What follows belongs to an exercise in optimizing a design on an open flow for small area; a production flow would make more cautious choices. Only simulation tests tie the RTL to the original design; equivalence was not proved. The clock port is modelled as an ideal driver; clocking choices that lean on that would not hold on a real chip. Power and IR drop assume default switching activity.

[flow/flow/run.sh]
#!/bin/bash
# The standard layout with three changes:
#  - synthesis: synth_recipe.tcl unchanged, except that ABC maps with
#    flow/abc_area.script (registers are untouched by ABC);
#  - a lighter clock tree (small leaf buffers, no dummy loads), with the
#    leaf buffers whose sinks see a slow edge upsized (flow/fix_clock.tcl);
#  - single-drive port buffers.
# Every tool's output goes to the ORFS logs under orfs/logs; the make output
# goes to standard.log.
set -e
export AREA_ABC_SCRIPT="$PWD/flow/abc_area.script"
{ head -n 1 synth_recipe.tcl; cat flow/abc_wrap.tcl; tail -n +2 synth_recipe.tcl; } > area_synth.tcl
sed "s#SYNTH_SCRIPT=[^ ]*#SYNTH_SCRIPT=$PWD/area_synth.tcl#" standard.sh > area_standard.sh
export CTS_ARGS="-sink_clustering_enable -repair_clock_nets -dont_use_dummy_load -buf_list sky130_fd_sc_hd__clkbuf_4 -root_buf sky130_fd_sc_hd__clkbuf_8"
export POST_CTS_TCL="$PWD/flow/fix_clock.tcl"
export BUFFER_PORTS_ARGS="-buffer_cell sky130_fd_sc_hd__buf_1"
bash area_standard.sh > standard.log 2>&1
[flow/flow/abc_area.script]
strash
dch -f
amap
&get -n
&st
&dch -f
&nf -R 1000 -F 8 -A 4
&put
topo
stime -c
dnsize -c
[flow/flow/abc_wrap.tcl]
# Map the combinational logic with an area-oriented ABC script
# (flow/abc_area.script): the clock period leaves ample slack, so the
# standard script's delay-driven mapping, buffering and upsizing are dropped.
proc abc {args} {
  set i [lsearch -exact $args -script]
  if { $i >= 0 } {
    lset args [expr { $i + 1 }] $::env(AREA_ABC_SCRIPT)
  }
  yosys abc {*}$args
}
[flow/flow/fix_clock.tcl]
estimate_parasitics -placement
set fixed 0
foreach inst [get_cells *] {
  set master [get_property $inst ref_name]
  if { ![string match "sky130_fd_sc_hd__clkbuf_*" $master] } { continue }
  if { ![string match "clkbuf_*" [get_property $inst full_name]] } { continue }
  set opin [get_pins -of_objects $inst -filter "direction==output"]
  set worst 0.0
  foreach pin [get_pins -of_objects [get_nets -of_objects $opin] -filter "direction==input"] {
    if { [get_property $pin name] != "CLK" } { continue }
    set slew [get_property $pin slew_max]
    if { $slew > $worst } { set worst $slew }
  }
  if { $worst > 0.100 } {
    set bigger ""
    if { $master == "sky130_fd_sc_hd__clkbuf_2" } { set bigger sky130_fd_sc_hd__clkbuf_4 }
    if { $master == "sky130_fd_sc_hd__clkbuf_4" } { set bigger sky130_fd_sc_hd__clkbuf_8 }
    if { $master == "sky130_fd_sc_hd__clkbuf_8" } { set bigger sky130_fd_sc_hd__clkbuf_16 }
    if { $bigger != "" } {
      puts "fix_clock: [get_property $inst full_name] $master -> $bigger (worst sink slew $worst)"
      replace_cell $inst $bigger
      incr fixed
    }
  }
}
if { $fixed > 0 } {
  detailed_placement
  check_placement -verbose
  estimate_parasitics -placement
}
puts "fix_clock: $fixed clock buffers upsized"
[flow/standard.sh]
#!/bin/bash
# synth_recipe.tcl (not shown) runs the flow's synth.tcl, then flattens the netlist and writes it again
# the make line also repeats each setting of config.mk as NAME=value (left out here)
make -C /OpenROAD-flow-scripts/flow DESIGN_CONFIG=/design/flow/config.mk WORK_HOME=/design/flow/orfs CLKGATE_MAP_FILE= SYNTH_SCRIPT=/design/flow/synth_recipe.tcl "${@:-finish}"
[flow/config.mk]
export PLATFORM = sky130hd
export DESIGN_NAME = calc_top
export DESIGN_NICKNAME = calc_top
export VERILOG_FILES = /design/flow/design.v
export SDC_FILE = /design/flow/constraint.sdc
export NUM_CORES = 4
export LEC_CHECK = 0
export CAP_MARGIN = 20
export CORE_MARGIN = 2
export CORE_UTILIZATION = 65
export PLACE_DENSITY = 0.75
export SLEW_MARGIN = 20
[flow/constraint.sdc]
create_clock -name core_clock -period 75.0 [get_ports {sys_clk}]
set_input_delay 15.0000 -clock core_clock [delete_from_list [all_inputs] [get_ports {sys_clk}]]
set_output_delay 15.0000 -clock core_clock [all_outputs]
set_load 0.01 [all_outputs]
[flow/design.v]
`default_nettype none
package calc_pkg;
    typedef logic [3:0]  key_code_t;     
    typedef logic [1:0]  col_idx_t;      
    typedef logic [3:0]  row_bits_t;     
    typedef logic [23:0] operand_t;      
    typedef logic [23:0] disp_data_t;    
    typedef logic [7:0]  seg_code_t;     
    localparam int NUM_ROWS   = 4;
    localparam int NUM_COLS   = 4;
    localparam int NUM_DIGITS = 6;
    localparam key_code_t KEY_DIGIT_LIMIT = 4'd10;   
    localparam key_code_t KEY_ADD         = 4'd10;
    localparam key_code_t KEY_SUB         = 4'd11;
    localparam key_code_t KEY_MUL         = 4'd12;
    localparam key_code_t KEY_DIV         = 4'd13;
    localparam key_code_t KEY_EQ_FIRST    = 4'd14;   
    localparam operand_t   DISPLAY_MAX = 24'd999999;   
    localparam disp_data_t DISP_ERROR  = 24'hFFFFFF;   
endpackage
`default_nettype wire
`timescale 1ns/10ps
`default_nettype none
module keypad_scan
#(
    parameter int SCAN_DIV = 128
) (
    input  wire logic          sys_clk,
    input  wire logic          sys_rst_n,
    input  calc_pkg::row_bits_t          row_stable,
    output logic [calc_pkg::NUM_COLS-1:0] key_col,
    output calc_pkg::col_idx_t           col_idx
);
    logic [8:0] scan_q;    
    logic       key_held;
    assign key_held = |row_stable;   
    always_ff @(posedge sys_clk or negedge sys_rst_n) begin
        if (!sys_rst_n) begin
            scan_q <= '0;
        end else begin
            scan_q <= scan_q + {8'b0, ~key_held};
        end
    end
    assign col_idx = scan_q[8:7];
    assign key_col = ~(4'b0001 << col_idx);
endmodule
`default_nettype wire
`timescale 1ns/10ps
`default_nettype none
module row_debounce #(
    parameter int DEBOUNCE_CYCLES = 100
) (
    input  wire logic sys_clk,
    input  wire logic sys_rst_n,
    input  wire logic row_raw,
    output logic      row_stable
);
    logic       sync_meta;
    logic       sync_q;
    logic [6:0] stable_cnt;
    logic       differ;
    logic       done;
    assign differ = sync_q ^ row_stable;
    assign done   = stable_cnt[6] & ~stable_cnt[5] & stable_cnt[4] &
                    stable_cnt[2] & stable_cnt[0];
    always_ff @(posedge sys_clk or negedge sys_rst_n) begin
        if (!sys_rst_n) begin
            sync_meta  <= 1'b0;
            sync_q     <= 1'b0;
            row_stable <= 1'b0;
        end else begin
            sync_meta <= row_raw;
            sync_q    <= sync_meta;
            if (differ && done) begin
                row_stable <= sync_q;
            end
        end
    end
    always_ff @(posedge sys_clk) begin
        if (differ && !done) begin
            stable_cnt <= {stable_cnt[5:0], stable_cnt[6] ^ stable_cnt[5]};
        end else begin
            stable_cnt <= 7'b0000001;
        end
    end
endmodule
`default_nettype wire
`timescale 1ns/10ps
`default_nettype none
module key_encoder
(
    input  wire logic      sys_clk,
    input  wire logic      sys_rst_n,
    input  calc_pkg::row_bits_t      row_stable,
    output logic           press,
    output logic [1:0]     row_sel
);
    logic any_row;
    logic any_row_q;
    assign any_row = |row_stable;
    assign press   = any_row && !any_row_q;
    always_comb begin
        row_sel = 2'd0;
        for (int r = calc_pkg::NUM_ROWS - 1; r >= 0; r--) begin
            if (row_stable[r]) begin
                row_sel = 2'(r);
            end
        end
    end
    always_ff @(posedge sys_clk) begin
        any_row_q <= any_row;
    end
endmodule
`default_nettype wire
`timescale 1ns/10ps
`default_nettype none
module calc_core
(
    input  wire logic        sys_clk,
    input  wire logic        sys_rst_n,
    input  wire logic        press,
    input  wire logic [1:0]  row_sel,
    input  wire logic [1:0]  col_idx,
    output calc_pkg::disp_data_t show_data,
    output logic             err
);
    localparam logic [2:0] ST_LOAD  = 3'b000,
                           ST_IDLE  = 3'b001,
                           ST_DIGS  = 3'b011,
                           ST_CALC  = 3'b100,
                           ST_CONV1 = 3'b110,
                           ST_CONV0 = 3'b111;
    localparam logic [2:0] ENT_A = 3'b000,
                           ENT_R = 3'b001;
    logic [2:0]  st;
    logic [2:0]  ent;
    logic [4:0]  cnt;
    logic [1:0]  rq;       
    logic [2:0]  sd;       
    logic [1:0]  sc;       
    logic [23:0] A;
    logic [23:0] B;
    logic [23:0] S;
    logic ent_b, ent_r;
    assign ent_b = ent[2];
    assign ent_r = (ent == ENT_R);
    logic is_digit, is_eq, is_op;
    assign is_digit = ~row_sel[1] | (~row_sel[0] & ~col_idx[1]);
    assign is_eq    = row_sel[1] & row_sel[0] & col_idx[1];
    assign is_op    = ~is_digit & ~is_eq;
    logic idle, calc, conv, conv0, conv1, dig, load;
    assign idle  = (st == ST_IDLE);
    assign calc  = (st == ST_CALC);
    assign conv1 = (st == ST_CONV1);
    assign conv0 = (st == ST_CONV0);
    assign conv  = conv0 | conv1;
    assign dig   = (st == ST_DIGS);
    assign load  = (st == ST_LOAD);
    logic k_dig, k_op, k_eq, k_acc, k_clr;
    assign k_dig = idle & press & is_digit;
    assign k_op  = idle & press & is_op & ~ent_b;
    assign k_eq  = idle & press & is_eq & ent_b;
    assign k_acc = k_dig | k_op | k_eq;
    assign k_clr = k_op | k_eq | (k_dig & ent_r);    
    logic op_mul, op_div;
    assign op_mul = (ent[1:0] == 2'b00);
    assign op_div = (ent[1:0] == 2'b01);
    logic last, dstep;
    assign last     = (cnt == 5'd23);
    assign dstep    = dig & (cnt[4:2] == 3'b000);    
    logic dbit, sel, x;
    always_comb begin
        case (cnt[1:0])
            2'd0:    dbit = rq[1];
            2'd1:    dbit = rq[0];
            2'd2:    dbit = col_idx[1];
            default: dbit = col_idx[0];
        endcase
    end
    assign sel = (calc & ~op_mul) | conv1;
    assign x   = (sel & A[23]) | (dstep & dbit);
    logic [5:0]  ge5;
    logic [23:0] corr;
    always_comb begin
        corr = '0;
        for (int j = 0; j < 6; j++) begin
            ge5[j] = S[4*j+3] | (S[4*j+2] & (S[4*j+1] | S[4*j]));
        end
        for (int j = 0; j < 5; j++) begin
            corr[4*j+1] = conv1 & ge5[j];
            corr[4*j+2] = conv1 & ge5[j];
        end
    end
    logic        gb, cin;
    logic [23:0] P, Q, sum;
    logic        cout, nob;
    assign gb  = load | (calc & (op_div | (op_mul ? A[23] : last)));
    assign cin = calc & ent[0] & (~ent[1] | last);
    assign P   = {S[22:0], x};
    assign Q   = (B & {24{gb}}) | corr;
    always_comb begin
        logic c;
        c = cin;
        for (int i = 0; i < 24; i++) begin
            sum[i] = P[i] ^ Q[i] ^ c;
            c      = (P[i] & Q[i]) | (P[i] & c) | (Q[i] & c);
        end
        cout = c;
    end
    assign nob = S[23] | cout;
    logic [3:0]  dd, e;
    logic        inv, ebit, y;
    logic [2:0]  t;
    assign dd   = {rq, col_idx};
    assign inv  = ent_b & ent[0];
    assign e    = inv ? (4'd9 - dd) : dd;
    assign ebit = (cnt[4:2] == 3'b000) & e[cnt[1:0]];
    assign t    = {2'b00, sd[2]} + {2'b00, sd[0]} + {2'b00, ebit} + {1'b0, sc};
    assign y    = conv ? inv : t[0];
    logic s_hold, s_shift, s_sum, a_hold, a_shl, a_ld;
    assign s_hold   = (idle & ~k_clr) | load | (dig & ~dstep);
    assign s_shift  = dstep | (calc & op_div & ~nob & ~last);
    assign s_sum    = (calc & ~(op_div & ~nob) & ~last) | conv;
    assign a_ld     = load | (calc & last & ~op_div);
    assign a_shl    = (calc | conv) & ~a_ld;
    assign a_hold   = ~(calc | conv | load);
    always_ff @(posedge sys_clk) begin
        S <= ({24{s_hold}} & S) | ({24{s_shift}} & P) | ({24{s_sum}} & sum);
        A <= ({24{a_hold}} & A) | ({24{a_shl}} & {A[22:0], calc ? nob : A[23]}) |
             ({24{a_ld}} & sum);
        if (dig | conv) begin
            B <= {y, B[23:1]};
        end
        if (dig) begin
            sd <= {sd[1:0], B[0]};
            sc <= t[2:1];
        end else begin
            sd <= '0;
            sc <= '0;
        end
        if (k_dig) begin
            rq <= row_sel;
        end
        err <= (conv1 & ge5[5]) | (err & ~k_acc & ~conv0);
        if ((calc | conv | dig) & ~last) begin
            cnt <= cnt + 5'd1;
        end else begin
            cnt <= '0;
        end
    end
    always_ff @(posedge sys_clk or negedge sys_rst_n) begin
        if (!sys_rst_n) begin
            st  <= ST_LOAD;     
            ent <= ENT_A;
        end else begin
            case (st)
                ST_IDLE: begin
                    if (k_dig) begin
                        st <= ST_DIGS;
                        if (ent_r) ent <= ENT_A;
                    end else if (k_op) begin
                        st  <= ent_r ? ST_CONV0 : ST_LOAD;
                        ent <= {1'b1, col_idx};
                    end else if (k_eq) begin
                        st <= ST_CALC;
                    end
                end
                ST_DIGS:  if (last) st <= ST_IDLE;
                ST_LOAD:  st <= ST_CONV0;
                ST_CALC:  if (last) begin
                              st  <= ST_CONV1;
                              ent <= ENT_R;
                          end
                ST_CONV1: if (last) st <= ST_IDLE;
                ST_CONV0: if (last) st <= ST_IDLE;
                default:  st <= ST_IDLE;
            endcase
        end
    end
    assign show_data = S;
endmodule
`default_nettype wire
`timescale 1ns/10ps
`default_nettype none
module seg_display
#(
    parameter int REFRESH_DIV = 8
) (
    input  wire logic       sys_clk,
    input  wire logic       sys_rst_n,
    input  calc_pkg::disp_data_t      show_data,
    input  wire logic       err,         
    output logic [5:0]      seg_sel,
    output calc_pkg::seg_code_t       seg_code
);
    logic [2:0] refresh_cnt;
    logic [2:0] jc;
    logic [5:0] dsel;      
    logic [3:0] nibble;
    always_ff @(posedge sys_clk or negedge sys_rst_n) begin
        if (!sys_rst_n) begin
            refresh_cnt <= '0;
            jc          <= '0;
        end else begin
            refresh_cnt <= refresh_cnt + 3'd1;
            if (&refresh_cnt) begin
                jc <= {jc[1:0], ~jc[2]};
            end
        end
    end
    assign dsel[0] = ~jc[2] & ~jc[0];
    assign dsel[1] =  jc[0] & ~jc[1];
    assign dsel[2] =  jc[1] & ~jc[2];
    assign dsel[3] =  jc[2] &  jc[0];
    assign dsel[4] = ~jc[0] &  jc[1];
    assign dsel[5] =  jc[2] & ~jc[1];
    assign seg_sel = ~dsel;
    assign nibble = ({4{dsel[0]}} & show_data[23:20]) |
                    ({4{dsel[1]}} & show_data[19:16]) |
                    ({4{dsel[2]}} & show_data[15:12]) |
                    ({4{dsel[3]}} & show_data[11:8])  |
                    ({4{dsel[4]}} & show_data[7:4])   |
                    ({4{dsel[5]}} & show_data[3:0]);
    logic n3, n2, n1, n0;
    logic [6:0] on;        
    assign {n3, n2, n1, n0} = nibble;
    assign on[0] = n3 | n1 | (n2 & n0) | (~n2 & ~n0);
    assign on[1] = ~n2 | (n1 & n0) | (~n1 & ~n0);
    assign on[2] = n2 | ~n1 | n0;
    assign on[3] = n3 | (~n2 & ~n0) | (n1 & ~n0) | (~n2 & n1) | (n2 & ~n1 & n0);
    assign on[4] = (~n2 & ~n0) | (n1 & ~n0);
    assign on[5] = n3 | (~n1 & ~n0) | (n2 & ~n1) | (n2 & ~n0);
    assign on[6] = n3 | (n2 & ~n1) | (~n2 & n1) | (n1 & ~n0);
    assign seg_code = {1'b1, ~(on[6] | err), {6{err}} | ~on[5:0]};
endmodule
`default_nettype wire
`timescale 1ns/10ps
`default_nettype none
module calc_top
#(
    parameter int SCAN_DIV        = 128,
    parameter int DEBOUNCE_CYCLES = 100,
    parameter int REFRESH_DIV     = 8
) (
    input  wire logic       sys_clk,
    input  wire logic       sys_rst_n,
    input  wire logic [3:0] key_row,    
    output logic [3:0]      key_col,    
    output logic [5:0]      seg_sel,
    output calc_pkg::seg_code_t       seg_code
);
    calc_pkg::row_bits_t  row_stable;
    calc_pkg::col_idx_t   col_idx;
    logic       press;
    logic [1:0] row_sel;
    calc_pkg::disp_data_t show_data;
    logic       err;
    keypad_scan #(
        .SCAN_DIV (SCAN_DIV)
    ) u_keypad_scan (
        .sys_clk    (sys_clk),
        .sys_rst_n  (sys_rst_n),
        .row_stable (row_stable),
        .key_col    (key_col),
        .col_idx    (col_idx)
    );
    for (genvar g = 0; g < calc_pkg::NUM_ROWS; g++) begin : g_row
        row_debounce #(
            .DEBOUNCE_CYCLES (DEBOUNCE_CYCLES)
        ) u_row_debounce (
            .sys_clk    (sys_clk),
            .sys_rst_n  (sys_rst_n),
            .row_raw    (~key_row[g]),
            .row_stable (row_stable[g])
        );
    end
    key_encoder u_key_encoder (
        .sys_clk    (sys_clk),
        .sys_rst_n  (sys_rst_n),
        .row_stable (row_stable),
        .press      (press),
        .row_sel    (row_sel)
    );
    calc_core u_calc_core (
        .sys_clk    (sys_clk),
        .sys_rst_n  (sys_rst_n),
        .press      (press),
        .row_sel    (row_sel),
        .col_idx    (col_idx),
        .show_data  (show_data),
        .err        (err)
    );
    seg_display #(
        .REFRESH_DIV (REFRESH_DIV)
    ) u_seg_display (
        .sys_clk    (sys_clk),
        .sys_rst_n  (sys_rst_n),
        .show_data  (show_data),
        .err        (err),
        .seg_sel    (seg_sel),
        .seg_code   (seg_code)
    );
endmodule
`default_nettype wire
==> results_dict.tcl, run 1 <==
set metrics [dict create \
    status "finished clean" \
    cp-end-kind "primary output" \
    final_area_um2 6800 \
    fin_nets 672 \
    gr-total-overflow 0 \
    max_cap_viol_count 0 \
    syn_to_final_growth_pct 7.10 \
    ys_seq_area_share_pct 53.1 \
    die_width_um 103 \
    clkTransAtPathRegs_ps 90 \
    swShare_pct 39.1 \
    initial_utilization_pct 65.8 \
    startpoint_type "register" \
    internal_power_uw 147 \
    drt_pass1_iterations 7 \
    fin_crit_ps 17520 \
    worstPathMaxFanout 10 \
    core_area_um2 9640 \
    hpwl_mm 9.13 \
    worst_pin_slew_ps 1000 \
    arrival_ps 2520 \
    num_vias 4544 \
    wl_per_cell_um 16.9 \
    die_area_um2 10600 \
    ys_warn_count 5 \
    drtIter0Drc 356 \
    fmax_ghz 0.0571 \
    syn_nets 628 \
    core.rowCount 36 \
    grt_pass1_wl_mm 21.1 \
    comb_power_share_pct 36.8 \
    viasPerCell 6.01 \
    die_height_um 103 \
    timing.slew.headroom_pct 33.1 \
    ios 24 \
    drv_slew 0 \
    async_reset_ff_share_pct 22.4 \
    hold_path.class "register to register" \
    syn_area_um2 6350 \
    yosysUniqueCellTypes 47 \
    vdd_drop_max_v 0.0000230 \
    period_share_pct 23.4 \
    fin_setup_tns_ps 0 \
    finClkSkew_ps 30.7 \
    synth-edff-count 26 \
    rsz0062_at_grt "no" \
    drc 0 \
    placed_cell_area_um2 6620 \
    drive_above_1_share_pct 4.01 \
    power_density_nw_per_um2 35.5 \
    syn_inst 581 \
    cts_tree "built" \
    hold_viol 0 \
    antenna_cells 0 \
    utilization_pct 70.5 \
    fin_ws_ps 57480 \
    worstPathRequired_ps 60000 \
    drt-total-wl_mm 12.8 \
    gp_congestion 0.911 \
    ant_nets 0 \
    port_buffers 22 \
    pre_cts_ws_ps 57970 \
    p_leak_uw 0.00274 \
    grt_pass1_vias 4414 \
    clockPowerShare_pct 15.3 \
    grt_util_all_layers_pct 26.4 \
    finalSetupViolations 0 \
    worstSkewPairLatency_ps 420 \
    grt_start_max_net_pins 34 \
    cts_sinks 147 \
    synth.avg_cell_area_um2 10.9 \
    synth-seq-cells 147 \
    antenna_found_initial 0 \
    power_switching_uw 94.4 \
    synthFlopType "dfxtp_1" \
    critPathKind "register to primary output" \
    power_frac_seq_pct 47.9 \
]
synthesized netlist by cell type, types with 2 or more instances:
master / n / share of area (%)
dfxtp_1: 88 / 28
clkinv_1: 74 / 4.4
nand2_1: 58 / 3.4
dfrtp_1: 33 / 13
o21ai_0: 32 / 2.5
a222oi_1: 27 / 4.3
and3_1: 27 / 2.7
edfxtp_1: 26 / 12
fa_1: 26 / 8.2
nor2_1: 23 / 1.4
a21oi_1: 20 / 1.6
ha_1: 15 / 3.0
a21o_1: 14 / 1.7
a22oi_1: 13 / 1.5
o221ai_1: 13 / 1.8
nand3_1: 11 / 0.87
and2_0: 7 / 0.69
xor2_1: 7 / 0.97
nor2b_1: 6 / 0.59
nor3_1: 6 / 0.47
mux2_1: 5 / 0.89
nand4_1: 5 / 0.49
a32oi_1: 4 / 0.55
o31ai_1: 4 / 0.47
a31oi_1: 3 / 0.30
nor4_1: 3 / 0.30
or2_0: 3 / 0.30
xnor2_1: 3 / 0.41
and4_1: 2 / 0.28
nand2b_1: 2 / 0.20
nor4b_1: 2 / 0.28
o211ai_1: 2 / 0.24
o21a_1: 2 / 0.24
or3_1: 2 / 0.20
power by group through the flow:
stage               registers, uW  logic (uW)  clock network (uW)
global placement              117        84.7                   0
global route                  118        99.6                41.6
floorplan                     112        62.3                   0
finish                        115        88.8                36.8
detailed placement            117        87.8                   0
layout by cell type, fill, tap and decap left out, types with 3 or more instances in the layout:
cell type   n
nor2b_1     6
nand2_1    57
a22oi_1    13
a21oi_1    20
edfxtp_1   26
a222oi_1   27
dfxtp_1    88
o31ai_1     4
nand4_1     5
xnor2_1     3
clkbuf_8    7
clkbuf_4   10
nor2_1     23
nand3_1    11
nor3_1      6
o21ai_0    31
or2_0       3
buf_4       4
a32oi_1     4
o221ai_1   13
dfrtp_1    33
nor4_1      3
and3_1     27
clkinv_1   74
fa_1       26
ha_1       15
xor2_1      7
a31oi_1     3
buf_1      21
mux2_1      5
and2_0      7
a21o_1     14
metal layers:
metal / global-route usage [%] / routed length (um) / up-vias
met5: 0 / 0 / -
met4: 8.40 / 244 / 0
met3: 6.92 / 636 / 23
met2: 44.0 / 6170 / 141
met1: 34.2 / 5710 / 2186
li1: - / - / 2194
worst max-delay path: stages (launching register included):
cell and delay [ps]:
dfrtp_1 500, nor2_1 160, a222oi_1 410, nand3_1 290, and2_0 270, nor2_1 150, a21oi_1 60, nand2_1 80
nand2_1 50, buf_1 120
worst paths after layout:
kind,startpoint,endpoint,slack [ps],depth (start not counted)
hold reg to reg,g_row[2].u_row_debounce.sync_meta$_DFF_PN0_,g_row[2].u_row_debounce.sync_q$_DFF_PN0_,360,0
setup / recovery,u_seg_display.jc[0]$_DFFE_PN0P_,seg_code[3],57480,9
min in group asynchronous,sys_rst_n,u_seg_display.jc[1]$_DFFE_PN0P_,14680,1
setup reg to reg,u_calc_core.cnt[0]$_SDFF_PN0_,u_calc_core.S[7]$_DFF_P_,64240,44
hold / removal,g_row[2].u_row_debounce.sync_meta$_DFF_PN0_,g_row[2].u_row_debounce.sync_q$_DFF_PN0_,360,0
max in group asynchronous,sys_rst_n,u_keypad_scan.scan_q[7]$_DFF_PN0_,59760,1
layout make-up:
class	instances	area, um2
clock buffers	17	171
fillers	758	2840
inverters	74	278
multi-input cells	359	2700
flip-flops and latches	147	3370
well taps	133	166
repair buffers	26	114
stage by stage:
stage / std cells / power, uW / hold WS, ps
after global routing: 756 / 259 / 362
after floorplan: 581 / 174 / 331
after global placement: 739 / 201 / 331
final: 756 / 241 / 357
after detailed placement: 739 / 205 / 336
logic make-up after synthesis:
logic type	count (synthesis)	share of synthesized area [%]
compound gates	141	16.1
xor+xnor	10	1.38
fa+ha+maj	41	11.2
buf+inv	75	4.50
flops	147	53.1
mux	7	1.40
other cells	1	0.0591
simple gates	159	12.4
state kept, by name, summed over array words and instances (netlist names):
| signal | flops |
|---|---|
| u_calc_core.cnt | 5 |
| u_calc_core.sd | 3 |
| g_row.u_row_debounce.sync_meta | 4 |
| u_calc_core.ent | 3 |
| g_row.u_row_debounce.sync_q | 4 |
| g_row.u_row_debounce.stable_cnt | 28 |
| u_calc_core.sc | 2 |
| u_calc_core.err | 1 |
| u_seg_display.refresh_cnt | 3 |
| u_calc_core.B | 24 |
| u_seg_display.jc | 3 |
| u_calc_core.A | 24 |
| g_row.u_row_debounce.row_stable | 4 |
| u_calc_core.st | 3 |
| u_calc_core.rq | 2 |
| u_calc_core.S | 24 |
| u_key_encoder.any_row_q | 1 |
| u_keypad_scan.scan_q | 9 |
==> inputs of run 2 (changes only) <==
--- a/flow/flow/fix_clock.tcl
+++ b/flow/flow/fix_clock.tcl
@@ -12,5 +12,5 @@
     if { $slew > $worst } { set worst $slew }
   }
-  if { $worst > 0.100 } {
+  if { $worst > 0.118 } {
     set bigger ""
     if { $master == "sky130_fd_sc_hd__clkbuf_2" } { set bigger sky130_fd_sc_hd__clkbuf_4 }
--- a/flow/config.mk
+++ b/flow/config.mk
@@ -9,4 +9,5 @@
 export CORE_MARGIN = 2
 export CORE_UTILIZATION = 65
+export GPL_TIMING_DRIVEN = 0
 export PLACE_DENSITY = 0.75
 export SLEW_MARGIN = 20
==> run 2 against run 1 <==
  * Synthesized cell count unchanged
  * Maximum frequency down 0.12%
  * Total power down 0.89%
  * Die area unchanged
  * Synthesized area unchanged
  * Final cell count unchanged
  * Register-to-register slack got worse by 710 ps
  * Sequential share of layout area increased by 0.064 points
  * Design area fell by 0.13%
  * Clock power decreased by 5%
  * Via count is 1.3% higher
  * Non-clock buffer count unchanged
  * Critical endpoint is now seg_code[5]
==> results_dict.tcl, run 2 <==
set metrics [dict create \
    status "finished clean" \
    synth-edff-count 26 \
    ys_top_cells_by_count "88 x dfxtp_1, 74 x clkinv_1, 58 x nand2_1" \
    async_reset_ff_share_pct 22.4 \
    num_vias 4602 \
    arrival_ps 2540 \
    final_cell_mix "88 x dfxtp_1, 74 x clkinv_1, 57 x nand2_1" \
    grt_pass1_vias 4411 \
    cp-end-kind "primary output" \
    antenna_found_initial 0 \
    hold_viol 0 \
    critPathKind "register to primary output" \
    finalSetupViolations 0 \
    die_width_um 103 \
    cts_tree "built" \
    core.rowCount 36 \
    drc 0 \
    max_cap_viol_count 0 \
    die_height_um 103 \
    period_share_pct 23.4 \
    gr-total-overflow 0 \
    core_area_um2 9640 \
    ys_top_cells_by_area "dfxtp_1 28%, dfrtp_1 13%, edfxtp_1 12%" \
    finClkSkew_ps 34.1 \
    largest_reg_flops 28 \
    drt-total-wl_mm 12.6 \
    hpwl_mm 8.95 \
    multi_input_area_um2 2710 \
    ant_nets 0 \
    final_common_cell "dfxtp_1" \
    stdcell_count 756 \
    worst_pin_slew_ps 946 \
    clkTransAtPathRegs_ps 110 \
    worstSkewPairLatency_ps 430 \
    hold_ws_ps 322 \
    worstPathRequired_ps 60000 \
    grt_util_all_layers_pct 26.1 \
    port_buffers 22 \
    p_leak_uw 0.00273 \
    dp.cells 739 \
    cts_sinks 147 \
    drtIter0Drc 371 \
    dr_wl_met3_um 717 \
    fin_setup_tns_ps 0 \
    worstPathMaxFanout 10 \
    grt_pass1_wl_mm 20.8 \
    netlist.area_leader.share_pct 27.8 \
    seq_area_um2 3370 \
    drv_slew 0 \
    hold_path.class "register to register" \
    timing.slew.headroom_pct 36.7 \
    yosysMostFrequentCell "dfxtp_1" \
    syn_to_final_growth_pct 6.96 \
    gp_congestion 0.883 \
    drt_pass1_iterations 8 \
    fmax_ghz 0.0570 \
    viasPerCell 6.09 \
    synth.avg_cell_area_um2 10.9 \
    rsz0062_at_grt "no" \
    vdd_drop_max_v 0.0000192 \
    fin_nets 672 \
    met1_length_mm 5.51 \
    ios 24 \
    ys_warn_count 5 \
    startpoint_type "register" \
    power_density_nw_per_um2 35.2 \
    syn_nets 628 \
    initial_utilization_pct 65.8 \
    top_register "g_row.u_row_debounce.stable_cnt" \
    syn_inst 581 \
    synthFlopType "dfxtp_1" \
    cp_cell_sequence "nor2_1, a222oi_1, o211ai_1, and2_0, a21oi_1, a21o_1, buf_1" \
    fillerInstances 755 \
    final_area_um2 6790 \
    drive_above_1_share_pct 4.33 \
    placed_cell_area_um2 6640 \
    critPathSlowestCell "dfrtp_1" \
    grt_start_max_net_pins 34 \
    yosys.area.top_type "dfxtp_1" \
    fin_crit_ps 17540 \
    die_area_um2 10600 \
    slowest_delay_ps 540 \
    wl_met2_mm 6.11 \
    antenna_cells 0 \
    wl_per_cell_um 16.6 \
    ys_seq_area_share_pct 53.1 \
    syn_area_um2 6350 \
    synth-seq-cells 147 \
    top_layer "met4" \
    yosysUniqueCellTypes 47 \
]
[run 2: cell counts after synthesis]
No cell type changed its count.
[run 2: cell families after synthesis]
group / synth area share [%]
AOI/OAI and AO/OA: 16.1
xor gates and xnor gates: 1.38
adders and majority gates: 11.2
buffers and inverters: 4.50
DFF: 53.1
muxes: 1.40
other: 0.0591
and+or+nand+nor: 12.4
[run 2: path summary, 6_finish.rpt]
check,startpoint,to,slack [ps],cells past startpoint
min in group asynchronous,sys_rst_n,g_row[1].u_row_debounce.sync_q$_DFF_PN0_,14610,1
max in group asynchronous,sys_rst_n,g_row[0].u_row_debounce.sync_q$_DFF_PN0_,59890,1
worst min register to register,g_row[1].u_row_debounce.sync_meta$_DFF_PN0_,g_row[1].u_row_debounce.sync_q$_DFF_PN0_,320,0
worst max-delay path,u_seg_display.jc[2]$_DFFE_PN0P_,seg_code[5],57460,7
worst min-delay path,g_row[1].u_row_debounce.sync_meta$_DFF_PN0_,g_row[1].u_row_debounce.sync_q$_DFF_PN0_,320,0
worst max register to register,u_calc_core.cnt[1]$_SDFF_PN0_,u_calc_core.S[2]$_DFF_P_,63530,47
[run 2: where the power goes]
part           switching (uW)  internal, uW  total [uW]
sequential               15.1           101         116
clock                    22.8          12.2        35.0
combinational            56.5          31.8        88.4
[run 2: critical path, delay by kind of cell, from the launching register on]
| kind | cells | cell delay, ps |
|---|---|---|
| AO/OA/AOI/OAI | 4 | 990 |
| buffers and inverters | 1 | 140 |
| flip-flops | 1 | 540 |
| AND/OR/NAND/NOR | 2 | 440 |
[run 2: cell type report]
class                   count  area share [%]
repair buffers             25            1.68
inverters                  74            4.09
plain buffers               1           0.111
multi-input cells         359            39.9
flip-flops and latches    147            49.6
clock buffers              17            2.16
well taps                 133            2.45
[run 2: layer usage]
layer | vias to the layer above | GRT usage, %
met5 | - | 0
met4 | 0 | 11.1
met3 | 25 | 5.69
met2 | 156 | 43.2
met1 | 2228 | 33.3
li1 | 2193 | -
[run 2: stage by stage]
stage	total power (uW)	setup WS, ps	util, %
6_report	239	57460	70.4
5_1_grt	256	57290	70.4
3_5_place_dp	204	57950	68.9
3_3_place_gp	198	58050	68.4
2_1_floorplan	174	58280	-
==> inputs of run 3 (changes only) <==
--- a/flow/config.mk
+++ b/flow/config.mk
@@ -9,5 +9,4 @@
 export CORE_MARGIN = 2
 export CORE_UTILIZATION = 65
-export GPL_TIMING_DRIVEN = 0
 export PLACE_DENSITY = 0.75
 export SLEW_MARGIN = 20
==> run 3 against run 2 <==
  * Largest power group unchanged
  * Clock skew up 1.4 ps
  * Critical path type unchanged
  * Via count fell by 1.4%
  * Highest routed layer unchanged
  * Routed wire length grew 1.7%
  * Clock-buffer cell count did not move
  * Maximum frequency about the same
  * Global-route usage is 0.26 points higher
  * Synthesized area stayed put
  * Final cell count did not move
  * First-iteration DRC count down 12%
==> results_dict.tcl, run 3 <==
set metrics [dict create \
    worst_pin_slew_ps 1040 \
    initial_utilization_pct 65.8 \
    core_area_um2 9640 \
    grt_start_max_net_pins 34 \
    utilization_pct 70.2 \
    gr-total-overflow 0 \
    synth-seq-cells 147 \
    synthFlopType "dfxtp_1" \
    arrival_ps 2530 \
    drt-total-wl_mm 12.8 \
    die_height_um 103 \
    ant_nets 0 \
    critPathKind "register to primary output" \
    cts_sinks 147 \
    crit_end "seg_code[3]" \
    power_density_nw_per_um2 35.3 \
    final_cell_mix "88 x dfxtp_1, 74 x clkinv_1, 57 x nand2_1" \
    ios 24 \
    synth.avg_cell_area_um2 10.9 \
    top_register "g_row.u_row_debounce.stable_cnt" \
    drive_above_1_share_pct 4.01 \
    final_common_cell "dfxtp_1" \
    yosysMostFrequentCell "dfxtp_1" \
    seq_area_um2 3370 \
    ys_top_cells_by_count "88 x dfxtp_1, 74 x clkinv_1, 58 x nand2_1" \
    worstSkewPairLatency_ps 420 \
    status "finished clean" \
    yosysUniqueCellTypes 47 \
    netlist.area_leader.share_pct 27.8 \
    synth-edff-count 26 \
    die_width_um 103 \
    fillerInstances 764 \
    worstHoldStart "g_row[2].u_row_debounce.sync_meta$_DFF_PN0_" \
    crit_start "u_seg_display.jc[2]$_DFFE_PN0P_" \
    syn_nets 628 \
    wl_per_cell_um 16.9 \
    multi_input_area_um2 2700 \
    startpoint_type "register" \
    async_reset_ff_share_pct 22.4 \
    die_area_um2 10600 \
    ys_warn_count 5 \
    hold_viol 0 \
    fin_setup_tns_ps 0 \
    ys_seq_area_share_pct 53.1 \
    drtIter0Drc 325 \
    fin_crit_ps 17530 \
    timing.rr.end "u_calc_core.S[7]$_DFF_P_" \
    finClkSkew_ps 35.5 \
    reg2regPathDepth 44 \
    drc 0 \
    met3_usage_pct 6.92 \
    grt_pass1_vias 4394 \
    antenna_cells 0 \
    clkTransAtPathRegs_ps 110 \
    regToRegStartpoint "u_calc_core.cnt[0]$_SDFF_PN0_" \
    hpwl_mm 9.13 \
    viasPerCell 6.00 \
    syn_to_final_growth_pct 6.70 \
    cp-end-kind "primary output" \
    grt_util_met2_pct 43.6 \
    timing.slew.headroom_pct 30.9 \
    hold_path.class "register to register" \
    reg2reg_slack_ps 64230 \
    drv_slew 0 \
    rsz0062_at_grt "no" \
    syn_area_um2 6350 \
    ys_top_cells_by_area "dfxtp_1 28%, dfrtp_1 13%, edfxtp_1 12%" \
    grt_util_all_layers_pct 26.3 \
    grt_pass1_wl_mm 21.0 \
    top_usage_layer "met2" \
    fin_nets 672 \
    worstPathMaxFanout 10 \
    period_share_pct 23.4 \
    gp_congestion 0.911 \
    syn_inst 581 \
    cts_tree "built" \
    core.rowCount 36 \
    dp.cells 739 \
    finalSetupViolations 0 \
    max_cap_viol_count 0 \
    largest_reg_flops 28 \
    drt_pass1_iterations 5 \
    p_leak_uw 0.00273 \
    port_buffers 22 \
    vdd_drop_max_v 0.0000216 \
    antenna_found_initial 0 \
    stdcell_count 756 \
    worstPathRequired_ps 60000 \
    yosys.area.top_type "dfxtp_1" \
    num_vias 4538 \
    met1_usage_pct 34.3 \
    fmax_ghz 0.0570 \
]
[run 3: cell counts after synthesis]
No cell type changed its count.
[run 3: cell families (layout without fill, tap and decap cells)]
| group | Yosys count | count (layout) | share of synthesized area [%] |
|---|---|---|---|
| multiplexers | 7 | 7 | 1.40 |
| other | 1 | 1 | 0.0591 |
| flip-flops | 147 | 147 | 53.1 |
| adder cells (fa/ha/maj) | 41 | 41 | 11.2 |
| AO/OA/AOI/OAI | 141 | 141 | 16.1 |
| buffers and inverters | 75 | 117 | 4.50 |
| XOR/XNOR | 10 | 10 | 1.38 |
| AND/OR/NAND/NOR | 159 | 159 | 12.4 |
[run 3: final cells by class]
| cell class | count | area share (%) |
|---|---|---|
| tap | 133 | 2.46 |
| sequential | 147 | 49.7 |
| clock buffer | 17 | 2.16 |
| inverter | 74 | 4.10 |
| timing repair buffer | 26 | 1.68 |
| multi-input combinational | 359 | 39.9 |
[run 3: metal layers]
| metal | up-vias | wire, um |
|---|---|---|
| li1 | 2193 | - |
| met1 | 2198 | 5690 |
| met2 | 130 | 6250 |
| met3 | 17 | 673 |
| met4 | 0 | 174 |
| met5 | - | 0 |
[run 3: worst min-delay path by stage]
stage / end / slack (ps) / cells past startpoint
after floorplan: g_row[0].u_row_debounce.sync_q$_DFF_PN0_ / 330 / 0
final: g_row[2].u_row_debounce.sync_q$_DFF_PN0_ / 370 / 0
after detailed placement: g_row[2].u_row_debounce.sync_q$_DFF_PN0_ / 340 / 0
after global routing: g_row[1].u_row_debounce.sync_q$_DFF_PN0_ / 370 / 0
after global placement: g_row[1].u_row_debounce.sync_q$_DFF_PN0_ / 330 / 0
[run 3: report_power, final]
group	leakage, uW	total, uW	internal, uW	switching, uW
clock	0.0000860	34.4	12.3	22.2
sequential	0.00138	115	101	15.0
combinational	0.00126	88.9	31.8	57.1
total	0.00273	239	145	94.3
[run 3: metrics by stage]
stage               area [um2]  setup slack (ps)  power (uW)  hold slack (ps)
finish                    6770             57470         239              365
detailed placement        6620             57970         205              336
global route              6770             57260         257              373
floorplan                 6350             58280         174              331
global placement          6620             58200         201              331
[run 3: critical path, cell delays in order, from the launching register on]
cell	delay, ps
dfrtp_1	500
nor2_1	160
a222oi_1	420
nand3_1	300
and2_0	270
nor2_1	150
a21oi_1	60
nand2_1	90
nand2_1	50
buf_1	120
==> inputs of run 4 (changes only) <==
--- a/flow/config.mk
+++ b/flow/config.mk
@@ -6,7 +6,8 @@
 export NUM_CORES = 4
 export LEC_CHECK = 0
-export CAP_MARGIN = 20
+export CAP_MARGIN = 0
 export CORE_MARGIN = 2
 export CORE_UTILIZATION = 65
+export GPL_TIMING_DRIVEN = 0
 export PLACE_DENSITY = 0.75
-export SLEW_MARGIN = 20
+export SLEW_MARGIN = 0
==> run 4 against run 3 <==
  * Still clean
  * Worst setup slack got worse by 17 ps
  * Utilization increased by 0.078 points
  * Clock skew decreased by 1.6 ps
  * Non-clock buffer count unchanged
  * Via count increased by 0.62%
  * Routed wire length decreased by 0.77%
  * First-iteration DRC count increased by 31%
  * Hold slack got worse by 42 ps
  * Register-to-register slack got worse by 720 ps
  * Clock power decreased by 1%
  * Sequential share of layout area decreased by 0.055 points
  * Combinational power decreased by 0.8%
  * Largest power group unchanged
==> results_dict.tcl, run 4 <==
set metrics [dict create \
    status "finished clean" \
    die_area_um2 10600 \
    finalSetupViolations 0 \
    netlist.area_leader.share_pct 27.8 \
    slowest_delay_ps 550 \
    cts_sinks 147 \
    yosysMostFrequentCell "dfxtp_1" \
    ys_top_cells_by_area "dfxtp_1 28%, dfrtp_1 13%, edfxtp_1 12%" \
    drt_pass1_iterations 6 \
    worstPathRequired_ps 60000 \
    port_buffers 22 \
    clkTransAtPathRegs_ps 110 \
    ys_warn_count 5 \
    drive_above_1_share_pct 4.17 \
    hold_viol 0 \
    rsz0062_at_grt "no" \
    grt_pass1_vias 4378 \
    ys_seq_area_share_pct 53.1 \
    synth-edff-count 26 \
    top_register "g_row.u_row_debounce.stable_cnt" \
    viasPerCell 6.04 \
    num_vias 4566 \
    hpwl_mm 8.95 \
    synth.avg_cell_area_um2 10.9 \
    critPathSlowestCell "dfrtp_1" \
    whs_endpoint "g_row[1].u_row_debounce.sync_q$_DFF_PN0_" \
    reg2regPathDepth 47 \
    syn_inst 581 \
    fillerInstances 747 \
    whs_path_depth 0 \
    core_area_um2 9640 \
    fin_setup_tns_ps 0 \
    gr-total-overflow 0 \
    drv_slew 0 \
    antenna_cells 0 \
    hold_path.class "register to register" \
    fin_crit_ps 17550 \
    grt_start_max_net_pins 34 \
    arrival_ps 2550 \
    antenna_found_initial 0 \
    async_reset_ff_share_pct 22.4 \
    final_area_um2 6780 \
    initial_utilization_pct 65.8 \
    critPathKind "register to primary output" \
    ys_top_cells_by_count "88 x dfxtp_1, 74 x clkinv_1, 58 x nand2_1" \
    drt-total-wl_mm 12.7 \
    timing.slew.headroom_pct 22.4 \
    startpoint_type "register" \
    ant_nets 0 \
    power_density_nw_per_um2 35.1 \
    placed_cell_area_um2 6630 \
    yosys.area.top_type "dfxtp_1" \
    cp_cell_sequence "nor2_1, a222oi_1, o211ai_1, and2_0, a21oi_1, a21o_1, buf_1" \
    die_width_um 103 \
    drc 0 \
    die_height_um 103 \
    final_cell_mix "88 x dfxtp_1, 74 x clkinv_1, 58 x nand2_1" \
    yosysUniqueCellTypes 47 \
    worst_pin_slew_ps 1160 \
    final_common_cell "dfxtp_1" \
    regToRegStartpoint "u_calc_core.cnt[1]$_SDFF_PN0_" \
    worstPathMaxFanout 10 \
    largest_reg_flops 28 \
    worstSkewPairLatency_ps 420 \
    syn_nets 628 \
    grt_pass1_wl_mm 20.5 \
    timing.rr.end "u_calc_core.S[2]$_DFF_P_" \
    cts_tree "built" \
    gp_congestion 0.883 \
    reg2reg_slack_ps 63510 \
    fmax_ghz 0.0570 \
    syn_to_final_growth_pct 6.82 \
    wl_per_cell_um 16.8 \
    syn_area_um2 6350 \
    core.rowCount 36 \
    worstHoldStart "g_row[1].u_row_debounce.sync_meta$_DFF_PN0_" \
    period_share_pct 23.4 \
    vdd_drop_max_v 0.0000175 \
    synthFlopType "dfxtp_1" \
    synth-seq-cells 147 \
    drtIter0Drc 425 \
    ios 24 \
    p_leak_uw 0.00273 \
    max_cap_viol_count 0 \
    cp-end-kind "primary output" \
    finClkSkew_ps 33.9 \
    grt_util_all_layers_pct 25.8 \
    fin_nets 672 \
]
==> run 4: where the power goes <==
part | internal, uW | switching [uW] | total, uW
sequential | 101 | 15.3 | 116
combinational | 31.7 | 56.4 | 88.2
clock | 11.7 | 22.2 | 33.9
total | 144 | 93.9 | 238
==> run 4: cells by family after synthesis <==
logic type	after synthesis	synth area share, %
XOR/XNOR	10	1.38
adder cells (fa/ha/maj)	41	11.2
multiplexers	7	1.40
other	1	0.0591
buffers and inverters	75	4.50
flip-flops	147	53.1
AND/OR/NAND/NOR	159	12.4
AO/OA/AOI/OAI	141	16.1
==> run 4: how the worst max path moves through the flow <==
| stage | slack, ps | start | depth (start not counted) | end |
|---|---|---|---|---|
| final | 57450 | u_seg_display.jc[2]$_DFFE_PN0P_ | 7 | seg_code[5] |
| after global routing | 57260 | u_seg_display.jc[0]$_DFFE_PN0P_ | 7 | seg_code[1] |
| after detailed placement | 57950 | u_seg_display.jc[0]$_DFFE_PN0P_ | 7 | seg_code[5] |
| after global placement | 58050 | u_seg_display.jc[0]$_DFFE_PN0P_ | 7 | seg_code[1] |
| after floorplan | 58280 | u_seg_display.jc[0]$_DFFE_PN0P_ | 6 | seg_code[1] |
==> run 4: routing by layer <==
| metal | global-route usage, % | wire, um | vias to the layer above |
|---|---|---|---|
| met5 | 0 | 0 | - |
| met4 | 10.8 | 136 | 0 |
| met3 | 7.12 | 671 | 12 |
| met2 | 42.1 | 6190 | 132 |
| met1 | 32.8 | 5690 | 2225 |
| li1 | - | - | 2197 |
==> run 4: through the flow <==
step           util (%)  hold slack (ps)  power, uW  worst slack, ps  cells
2_1_floorplan         -              331        174            58280    581
3_3_place_gp       68.4              333        198            58050    736
3_5_place_dp       68.8              336        204            57950    739
5_1_grt            70.3              321        255            57260    756
6_report           70.3              324        238            57450    756
==> run 4: critical path: cells and delay by family, from the launching register on <==
family                 cells  cell delay, ps
AO/OA/AOI/OAI              4             980
flip-flops                 1             550
AND/OR/NAND/NOR            2             440
buffers and inverters      1             160
==> run 4: final cells by class <==
type | count | area [um2] | share of cell area (%)
clock buffer | 17 | 140 | 2.07
sequential | 147 | 3370 | 49.7
buffer | 1 | 7.51 | 0.111
timing repair buffer | 25 | 114 | 1.68
inverter | 74 | 278 | 4.10
multi-input combinational | 359 | 2710 | 39.9
tap | 133 | 166 | 2.45
==> inputs of run 5 (changes only) <==
--- a/flow/design.v
+++ b/flow/design.v
@@ -56,12 +56,16 @@
     output logic      row_stable
 );
+    localparam logic [6:0] POL = 7'b0101010;    
     logic       sync_meta;
     logic       sync_q;
-    logic [6:0] stable_cnt;
+    logic [6:0] cnt_q;         
+    logic [6:0] cnt;           
     logic       differ;
     logic       done;
+    logic       run;
+    assign cnt    = cnt_q ^ POL;
     assign differ = sync_q ^ row_stable;
-    assign done   = stable_cnt[6] & ~stable_cnt[5] & stable_cnt[4] &
-                    stable_cnt[2] & stable_cnt[0];
+    assign done   = cnt[6] & ~cnt[5] & cnt[4] & cnt[2] & cnt[0];
+    assign run    = differ & ~done;
     always_ff @(posedge sys_clk or negedge sys_rst_n) begin
         if (!sys_rst_n) begin
@@ -78,8 +82,8 @@
     end
     always_ff @(posedge sys_clk) begin
-        if (differ && !done) begin
-            stable_cnt <= {stable_cnt[5:0], stable_cnt[6] ^ stable_cnt[5]};
+        if (run) begin
+            cnt_q <= {cnt[5:0], cnt[6] ^ cnt[5]} ^ POL;
         end else begin
-            stable_cnt <= 7'b0000001;
+            cnt_q <= 7'b0000001 ^ POL;
         end
     end
--- a/flow/config.mk
+++ b/flow/config.mk
@@ -6,8 +6,7 @@
 export NUM_CORES = 4
 export LEC_CHECK = 0
-export CAP_MARGIN = 0
+export CAP_MARGIN = 20
 export CORE_MARGIN = 2
 export CORE_UTILIZATION = 65
-export GPL_TIMING_DRIVEN = 0
 export PLACE_DENSITY = 0.75
-export SLEW_MARGIN = 0
+export SLEW_MARGIN = 20
==> run 5 against run 4 <==
  * Design area fell by 0.85%
  * Synthesized cell count fell by 0.69%
  * Largest power group unchanged
  * Global-route usage rose by 1.1 points
  * Critical path depth fell by 1
  * Critical path type unchanged
==> results_dict.tcl, run 5 <==
set metrics [dict create \
    clkTransAtPathRegs_ps 110 \
    fin_nets 669 \
    reg2reg_slack_ps 64280 \
    syn_area_um2 6290 \
    core_area_um2 9330 \
    final_cell_mix "88 x dfxtp_1, 71 x nand2_1, 69 x clkinv_1" \
    synthFlopType "dfxtp_1" \
    antenna_found_initial 0 \
    reg2regPathDepth 47 \
    dr_wl_met3_um 776 \
    num_vias 4516 \
    drt-total-wl_mm 12.6 \
    hold_ws_ps 351 \
    largest_reg_flops 28 \
    finClkSkew_ps 37.1 \
    ys_top_cells_by_area "dfxtp_1 28%, dfrtp_1 13%, edfxtp_1 12%" \
    ys_warn_count 5 \
    drive_above_1_share_pct 4.19 \
    die_width_um 102 \
    cp-end-kind "primary output" \
    drv_slew 0 \
    timing.slew.headroom_pct 30.4 \
    gp_congestion 0.876 \
    ant_nets 0 \
    syn_inst 577 \
    p_leak_uw 0.00266 \
    max_cap_viol_count 0 \
    fmax_ghz 0.0569 \
    cts_tree "built" \
    ys_seq_area_share_pct 53.5 \
    vdd_drop_max_v 0.0000177 \
    synth-edff-count 26 \
    met1_length_mm 5.39 \
    top_layer "met4" \
    drt_pass1_iterations 8 \
    initial_utilization_pct 67.5 \
    netlist.area_leader.share_pct 28.0 \
    synth-seq-cells 147 \
    async_reset_ff_share_pct 22.4 \
    die_area_um2 10500 \
    rsz0062_at_grt "no" \
    final_common_cell "dfxtp_1" \
    yosysMostFrequentCell "dfxtp_1" \
    whs_path_depth 0 \
    worstPathRequired_ps 60000 \
    wl_met2_mm 6.17 \
    critPathKind "register to primary output" \
    synth.avg_cell_area_um2 10.9 \
    core.rowCount 35 \
    ios 24 \
    port_buffers 22 \
    antenna_cells 0 \
    drtIter0Drc 390 \
    fin_crit_ps 17570 \
    startpoint_type "register" \
    worstHoldStart "g_row[2].u_row_debounce.sync_meta$_DFF_PN0_" \
    grt_util_all_layers_pct 26.9 \
    viasPerCell 6.03 \
    timing.rr.end "u_calc_core.S[4]$_DFF_P_" \
    worst_pin_slew_ps 1030 \
    hpwl_mm 9.04 \
    fin_setup_tns_ps 0 \
    top_register "g_row.u_row_debounce.cnt_q" \
    cts_sinks 147 \
    hold_viol 0 \
    grt_pass1_vias 4498 \
    syn_to_final_growth_pct 6.80 \
    finalSetupViolations 0 \
    yosys.area.top_type "dfxtp_1" \
    yosysUniqueCellTypes 48 \
    whs_endpoint "g_row[2].u_row_debounce.sync_q$_DFF_PN0_" \
    gr-total-overflow 0 \
    status "finished clean" \
    worstPathMaxFanout 8 \
    hold_path.class "register to register" \
    syn_nets 624 \
    wl_per_cell_um 16.8 \
    grt_pass1_wl_mm 21.3 \
    worstSkewPairLatency_ps 430 \
    power_density_nw_per_um2 36.9 \
    regToRegStartpoint "u_calc_core.cnt[0]$_SDFF_PN0_" \
    die_height_um 102 \
    ys_top_cells_by_count "88 x dfxtp_1, 72 x nand2_1, 69 x clkinv_1" \
    arrival_ps 2570 \
    period_share_pct 23.4 \
    grt_start_max_net_pins 34 \
    drc 0 \
]
run 5: kinds of logic (layout without fill, tap and decap cells):
| logic type | count (synthesis) | after routing | share of synthesized area (%) |
|---|---|---|---|
| AO/OA/AOI/OAI | 140 | 140 | 16.3 |
| XOR/XNOR | 12 | 12 | 1.67 |
| adder cells (fa/ha/maj) | 41 | 41 | 11.3 |
| buffers and inverters | 70 | 113 | 4.23 |
| flip-flops | 147 | 147 | 53.5 |
| multiplexers | 8 | 8 | 1.59 |
| other | 1 | 1 | 0.0596 |
| AND/OR/NAND/NOR | 158 | 158 | 11.4 |
run 5: final cells by class:
cell class / instances / area (um2)
Fill cell: 680 / 2610
Sequential cell: 147 / 3370
Tap cell: 129 / 161
Multi-Input combinational cell: 360 / 2670
Inverter: 69 / 259
Timing Repair Buffer: 27 / 121
Clock buffer: 17 / 146
run 5: worst max-delay path, cell delays in order (launching register included):
cell	delay [ps]
dfrtp_1	460
nor2b_1	360
a222oi_1	170
and3_1	250
or2_0	240
a2111oi_0	470
buf_1	200
run 5: how the worst max path moves through the flow:
stage                                    startpoint          end  slack (ps)  depth (start not counted)
finish              u_seg_display.jc[2]$_DFFE_PN0P_  seg_code[6]       57430                          6
global route        u_seg_display.jc[2]$_DFFE_PN0P_  seg_code[6]       57180                          6
floorplan           u_seg_display.jc[2]$_DFFE_PN0P_  seg_code[6]       58030                          5
global placement    u_seg_display.jc[2]$_DFFE_PN0P_  seg_code[6]       58070                          6
detailed placement  u_seg_display.jc[2]$_DFFE_PN0P_  seg_code[6]       57960                          6
run 5: metrics by stage:
stage               setup WS (ps)  total power [uW]  instances  cell area [um2]  utilization, %
floorplan                   58030               182        577             6290               -
global placement            58070               210        732             6570            70.4
detailed placement          57960               215        732             6570            70.4
global route                57180               267        749             6720            72.1
finish                      57430               248        749             6720            72.1
run 5: power breakdown:
| group | internal [uW] | switching, uW | leakage, uW |
|---|---|---|---|
| combinational | 31.2 | 55.7 | 0.00118 |
| clock | 12.2 | 22.5 | 0.0000860 |
| sequential | 106 | 19.8 | 0.00139 |
run 5: per-layer routing:
metal,GRT usage (%),vias up
met5,0,-
met4,10.3,0
li1,-,2161
met2,44.6,144
met1,33.5,2184
met3,7.93,27

## afterwards: timing with drivers on the ports
Ports are ideal in the flow. The routed layouts listed here were re-timed in OpenROAD.
Step 1 sets driving cells, clkbuf_16 on the clock port and buf_2 on the other inputs (assumed; they add their load-dependent delay and slew).
Step 2 also shifts input and output timing later by t, the mid clock arrival at the registers, as if the neighbouring blocks saw the same clock.
Three values: ideal ports, drivers, drivers and shift; two values: the first two.
run | t (ns) | setup WS [ns] | latest minus earliest clock arrival (ns)
run 1 | 0.442 | 57.482 / 57.447 / 57.888 | 0.030 / 0.031
run 2 | 0.450 | 57.461 / 57.425 / 57.875 | 0.034 / 0.034
run 3 | 0.438 | 57.470 / 57.434 / 57.872 | 0.036 / 0.036
run 4 | 0.440 | 57.453 / 57.414 / 57.854 | 0.034 / 0.034
run 5 | 0.446 | 57.432 / 57.396 / 57.842 | 0.037 / 0.037
After both steps setup and hold are still met in every run listed.
